Background: an optimization exercise with open tools, aiming at small area. Do not read the settings as production practice.
Only simulation tests tie the RTL to the original design; equivalence was not proved.
Power and IR drop assume default switching activity.

## config.mk

```make
export PLATFORM = sky130hd
export DESIGN_NAME = spi_eeprom_slave
export DESIGN_NICKNAME = spi_eeprom_slave
export VERILOG_FILES = /design/flow/design.v
export SDC_FILE = /design/flow/constraint.sdc
export NUM_CORES = 4
export LEC_CHECK = 0
export CAP_MARGIN = 20
export CORE_MARGIN = 2
export CORE_UTILIZATION = 40
export SLEW_MARGIN = 20
```

## constraint.sdc

```tcl
create_clock -name core_clock -period 8.0 [get_ports {clk}]
set_input_delay 1.6000 -clock core_clock [delete_from_list [all_inputs] [get_ports {clk}]]
set_output_delay 1.6000 -clock core_clock [all_outputs]
set_load 0.01 [all_outputs]
```

## design.v

```verilog
`timescale 1ns/1ps
module spi_eeprom_slave #(
  parameter int AW      = 7,
  parameter int PAGE_AW = 4
) (
  input  logic clk,
  input  logic rst,
  input  logic sck,
  input  logic csn,
  input  logic mosi,
  output logic miso,
  output logic miso_oe,
  output logic wel
);
  localparam int NL = 64;    
  localparam int LW = 16;    
  typedef enum logic [3:0] {
    IDLE   = 4'd0,
    CMD    = 4'd1,
    ADDR_R = 4'd2,
    ADDR_W = 4'd3,
    WR0    = 4'd4,    
    WR1    = 4'd5,    
    IGN    = 4'd6,
    IGN_S  = 4'd7,    
    IGN_C  = 4'd8,    
    RD     = 4'd12,
    ST     = 4'd13
  } state_t;
  logic [2:0]    sck_q;
  logic [1:0]    csn_q;
  logic [1:0]    mosi_q;
  state_t        state_q;
  logic [2:0]    bit_cnt_q;
  logic [6:0]    shift_q;
  logic [AW-1:0] addr_q;
  logic          miso_q;
  logic          wel_q;
  logic [3:0]    phase_q;
  logic          fill_q;
  logic          wv_q;
  logic [7:0]    wbuf_q;
  logic [LW-1:0] loop_q [NL];
  logic          sck_rise;
  logic          sck_fall;
  logic          csn_s;
  logic          mosi_s;
  logic          last_bit;
  logic [7:0]    rx_byte;
  logic          out_state;
  logic          byte_done;
  logic [3:0]    enter;
  logic          wbit;
  logic          wr_half;
  logic [3:0]    rd_pos;
  logic          rd_bit;
  assign sck_rise  = sck_q[1] & ~sck_q[2];
  assign sck_fall  = ~sck_q[1] & sck_q[2];
  assign csn_s     = csn_q[1];
  assign mosi_s    = mosi_q[1];
  assign last_bit  = (bit_cnt_q == 3'd7);
  assign rx_byte   = {shift_q, mosi_s};
  assign out_state = (state_q == RD) || (state_q == ST);
  assign byte_done = !csn_s && (state_q == WR0 || state_q == WR1) && sck_rise && last_bit;
  always_ff @(posedge clk) begin
    if (rst) begin
      csn_q <= 2'b11;
    end else begin
      csn_q <= {csn_q[0], csn};
    end
    sck_q  <= {sck_q[1:0], sck};
    mosi_q <= {mosi_q[0], mosi};
  end
  always_ff @(posedge clk) begin
    if (sck_rise) shift_q <= rx_byte[6:0];
  end
  always_ff @(posedge clk) begin
    if (rst) begin
      phase_q <= 4'd0;
      fill_q  <= 1'b1;
    end else begin
      phase_q <= phase_q + 4'd1;
      if (phase_q == 4'd15) fill_q <= 1'b0;
    end
  end
  always_ff @(posedge clk) begin
    if (rst) begin
      wv_q <= 1'b0;
    end else if (byte_done) begin
      wv_q <= 1'b1;
    end else if (!csn_s && (state_q == ADDR_R || state_q == ADDR_W) && sck_rise) begin
      wv_q <= 1'b0;
    end
    if (byte_done) wbuf_q <= rx_byte;
  end
  assign enter   = ~phase_q;
  assign wr_half = (enter[3] == addr_q[0]);
  assign wbit    = fill_q | wbuf_q[enter[2:0]];
  always_ff @(posedge clk) begin
    for (int l = 0; l < NL; l++) begin
      loop_q[l][LW-1:1] <= loop_q[l][LW-2:0];
      if (fill_q || (wv_q && wr_half && addr_q[AW-1:1] == 6'(l))) loop_q[l][0] <= wbit;
      else loop_q[l][0] <= loop_q[l][LW-1];
    end
  end
  assign rd_pos = {addr_q[0], ~bit_cnt_q} + phase_q;
  assign rd_bit = loop_q[addr_q[AW-1:1]][rd_pos];
  always_ff @(posedge clk) begin
    if (rst) begin
      state_q <= IDLE;
      miso_q  <= 1'b0;
      wel_q   <= 1'b0;
    end else if (csn_s) begin
      if (state_q == IGN_S) wel_q <= 1'b1;
      if (state_q == IGN_C || state_q == WR1) wel_q <= 1'b0;
      state_q <= IDLE;
      miso_q  <= 1'b0;
    end else begin
      case (state_q)
        IDLE: state_q <= CMD;
        CMD: begin
          if (sck_rise && last_bit) begin
            case (rx_byte)
              8'h06:   state_q <= IGN_S;
              8'h04:   state_q <= IGN_C;
              8'h05:   state_q <= ST;
              8'h03:   state_q <= ADDR_R;
              8'h02:   state_q <= wel_q ? ADDR_W : IGN;
              default: state_q <= IGN;
            endcase
          end
        end
        ADDR_R: if (sck_rise && last_bit) state_q <= RD;
        ADDR_W: if (sck_rise && last_bit) state_q <= WR0;
        WR0:    if (sck_rise && last_bit) state_q <= WR1;
        IGN_S, IGN_C: if (sck_rise) state_q <= IGN;
        RD: if (sck_fall) miso_q <= rd_bit;
        ST: if (sck_fall) miso_q <= wel_q && (bit_cnt_q == 3'd6);
        default: ;
      endcase
    end
  end
  always_ff @(posedge clk) begin
    if (csn_s || state_q == IDLE) begin
      bit_cnt_q <= 3'd0;
    end else if (out_state ? sck_fall : sck_rise) begin
      bit_cnt_q <= bit_cnt_q + 3'd1;
    end
  end
  always_ff @(posedge clk) begin
    if (!csn_s && (state_q == ADDR_R || state_q == ADDR_W) && sck_rise) begin
      addr_q <= rx_byte[AW-1:0];
    end else if (byte_done && wv_q) begin
      addr_q <= {addr_q[AW-1:PAGE_AW], addr_q[PAGE_AW-1:0] + PAGE_AW'(1)};
    end else if (!csn_s && state_q == RD && sck_fall && last_bit) begin
      addr_q <= addr_q + AW'(1);
    end
  end
  assign miso    = miso_q;
  assign miso_oe = out_state;
  assign wel     = wel_q;
endmodule
```

## run.sh

```bash
#!/bin/bash
# synth_recipe.tcl (not shown) runs the flow's synth.tcl, then flattens the netlist and writes it again
# the make line also repeats each setting of config.mk as NAME=value (left out here)
make -C /OpenROAD-flow-scripts/flow DESIGN_CONFIG=/design/flow/config.mk WORK_HOME=/design/flow/orfs CLKGATE_MAP_FILE= SYNTH_SCRIPT=/design/flow/synth_recipe.tcl finish
```

==> summary.txt <==
-- power breakdown --
| group | switching (mW) | total [mW] | internal (mW) |
|---|---|---|---|
| clock | 2.19 | 4.96 | 2.78 |
| combinational | 0.0472 | 0.0716 | 0.0244 |
| sequential | 0.00750 | 5.34 | 5.34 |
-- layout by cell type (no fill, tap or decap), types with 11 or more instances in the layout --
cell type and count:
dfxtp_1 1045, a22oi_1 358, o21ai_0 122, nand2_1 111, clkbuf_16 102, buf_4 95, nand4_1 74, nor2_1 57
a21oi_1 53, a22o_1 46, nor3_1 36, a221oi_1 36, nor4_1 28, nand3_1 28, nor3_2 27, and3_1 23
clkinv_2 23, mux2i_1 22, edfxtp_1 22, nor2_2 20, clkbuf_8 18, nand2b_1 14, clkbuf_1 13, clkinvlp_4 13
nor3_4 11
-- layer usage --
layer  routed length, um  vias to the layer above  global-route usage, %
li1                    -                     9284                      -
met1               55900                    11461                   47.4
met2               57600                     2060                   50.4
met3               19000                      575                   12.2
met4               11600                        6                   24.8
met5                  43                        -                      0
-- layout make-up --
class	instances	area, um^2	area share, %
diodes	9	22.5	0.0633
clock buffers	133	2850	8.00
inverters	7	26.3	0.0738
clock inverters	59	633	1.78
well taps	978	1220	3.44
repair buffers	102	783	2.20
flip-flops and latches	1068	21600	60.7
multi-input cells	1239	8460	23.8
-- worst paths after layout --
check | end | slack, ns | depth (start not counted)
worst max-delay path | miso_q | 3.20 | 10
worst min-delay path | loop_q[11][4] | 0.32 | 0
worst max register to register | miso_q | 3.20 | 10
worst min register to register | loop_q[11][4] | 0.32 | 0
-- worst max-delay path: cells and delay by family (launching register included) --
kind                   cells  cell delay, ns
AOI/OAI and AO/OA          4            1.51
buffers and inverters      1            0.28
and+or+nand+nor            5            1.95
DFF                        1            0.88
-- flip-flops by register name, indices dropped and copies added (netlist names), 2 cells and up --
| signal | flops |
|---|---|
| bit_cnt_q | 3 |
| wbuf_q | 8 |
| sck_q | 3 |
| phase_q | 4 |
| state_q | 4 |
| mosi_q | 2 |
| shift_q | 7 |
| addr_q | 7 |
| loop_q | 1024 |
| csn_q | 2 |
-- logic make-up after synthesis --
family                     after synthesis  share of synthesized area [%]
buffers and inverters                  148                           2.17
and+or+nand+nor                        510                           9.05
xor gates and xnor gates                12                          0.346
DFF                                   1068                           71.0
adders and majority gates                9                          0.395
muxes                                   30                           1.13
AOI/OAI and AO/OA                      678                           15.9
==> results by group <==
Outcome
  – Outcome: complete, no violations

Route
  – Pre-antenna DRT Iters: 6
  – Drt drc: 0
  – 1st-iter DRT viols: roughly 3,800
  – Final ANT Viol Nets: 0
  – Routed wire length per instance: roughly 40 um
  – DRT Wirelength: between 100,000 and 150,000 um
  – DR vias/cell: roughly 6.5
  – Routed via count: around 23,000

Timing
  – Final setup TNS: 0 ns
  – Final setup violation count: 0
  – Fin crit period: between 4 and 5 ns
  – Clk_skew: 0.0493 ns
  – WHS: ~0.32 ns
  – Worst-margin pin slew: ~1.3 ns
  – Relative slew slack: roughly 15%
  – RSZ-0062 raised after global routing: no
  – Fin crit share: 60.0%
  – Achievable Freq: ~210 MHz
  – Max-slew violations: 0
  – Final hold vios: 0
  – Fin worst setup slack: between 3 and 4 ns

Pwr
  – Static leakage: 13.4 nW
  – VDD IR-drop max: 0.000192 V
  – Tot Pwr: 10.4 mW
  – P per Cell Area: 292 nW/um^2

Floorplanning
  – Die X: around 280 um
  – Die ar.: ~78,000 um^2
  – Starting Density: 40.2%
  – FP Rows: between 100 and 150
  – Io pins: 8
  – Die H: 280 um
  – Core area: 75,600 um^2

GRT
  – Tot GR Track Use: a little over a third
  – Grt ovf: 0
  – Largest net degree at the start of global routing: 65
  – First-pass GRT wire length: a little under 200,000 um
  – Initial antenna violation count: 9
  – Vias in the first global route: between 20,000 and 25,000

Placed design
  – Place WS: between 3 and 4 ns
  – Final Wtd Congestion: around 1.0
  – PortBufs: 7
  – Dpl hpwl: between 100,000 and 150,000 um
  – Area after DPL: 32,100 um^2
  – Placed Cells: approximately 3,400

Logic synthesis
  – Cells after Synth: between 2,000 and 2,500
  – Cell Area, Synth: ~30,000 um^2
  – Post-synth EDFFs: 22
  – FF+latch count, synth: approximately 1,100
  – Top FF cell, synth: dfxtp_1
  – Count leader, synth: dfxtp_1
  – Syn_nets: around 2,500
  – Synth unique cells: 72
  – Async SR Flop Fraction: 0%
  – Yosys top cell area share: about 69%
  – Seq/Total Area, Yosys: 71.0%
  – Cell taking the most area after synthesis: dfxtp_1
  – Top cells by area, synth: dfxtp_1 69%, a22oi_1 8.8%, edfxtp_1 2.2%, o21ai_0 2.0%, nand4_1 1.5%
  – Synth top cells by count: 1,046 x dfxtp_1, 358 x a22oi_1, 122 x o21ai_0, 111 x nand2_1, 93 x clkbuf_1
  – Syn avg cell area: 12.4 um^2
  – Synthesis Warnings: 2

Clock tree
  – H-tree depth: 3
  – Resized cells post-CTS: 0
  – Root buffer cell: clkbuf_16
  – Clk slew on worst S/H paths: roughly 0.070 ns
  – CTS Hold Bufs: 0
  – CTS tree: done
  – CTS Buffer Depth: 3
  – Num CTS Buffers: 102
  – Clock sinks: 1,068
  – Post-CTS setup buffer count: 0
  – Worst-Skew Late Latency: between 0.6 and 0.7 ns

Worst hold path
  – Hold Path Class: flip-flop to flip-flop
  – HP Start: loop_q[11][3]

Finish
  – Fin nets: about 2,500
  – Share of layout cells above drive strength 1: around 14%
  – Fillcell total: ~6,800
  – Non-filler cells, final: between 3,000 and 4,000
  – Synth-to-Final Area Change: 17.1%
  – Final core occ: 47.1%
  – Design area: 35,600 um^2

Critical path
  – Crit. Startpoint: addr_q[4]
  – CP Cell Sequence: nand2b_1 -> nor3_2 -> buf_4 -> a2111oi_0 -> and3_1 -> nand4_1 -> or4_1 -> a211o_1 -> a31oi_1 -> a31oi_1
  – Critical path type: flip-flop to flip-flop
  – CP peak stage delay: 0.88 ns
  – Most used cell, CP: a31oi_1
  – Critical path peak fanout: 19
  – CP arrival: 5.34 ns
  – Worst Path Required: approximately 8.5 ns
  – CP Capture Type: flip-flop
  – CP startpoint kind: flip-flop
  – Slowest-stage cell, CP: edfxtp_1
  – Reg-to-reg critical path startpoint: addr_q[4]

Job
  – Max Cap Violations: 0

[re-timing with driven ports]
Ports are ideal in the flow. The routed layout listed here was re-timed in OpenROAD.
Step 1 (the two cells are an assumption about what drives the block):
set clk [get_ports {clk}]
set_driving_cell -lib_cell sky130_fd_sc_hd__clkbuf_16 $clk
set_driving_cell -lib_cell sky130_fd_sc_hd__buf_2 [delete_from_list [all_inputs] $clk]
Step 2 also shifts input and output timing later by t, the mid clock arrival at the registers, as if the neighbouring blocks saw the same clock.
Slacks: no drivers / after step 1 / after step 2; pairs: no drivers / after step 1.
t, ns: 0.732
slack for setup (ns): 3.203 / 3.203 / 3.203
clock arrival spread, ns: 0.062 / 0.062
worst register clock-pin slew, ns: 0.07 / 0.07
After both steps this run still meets setup and hold. The setup slack of this run moves by 0.000 ns with the drivers and by 0.000 ns with both steps.
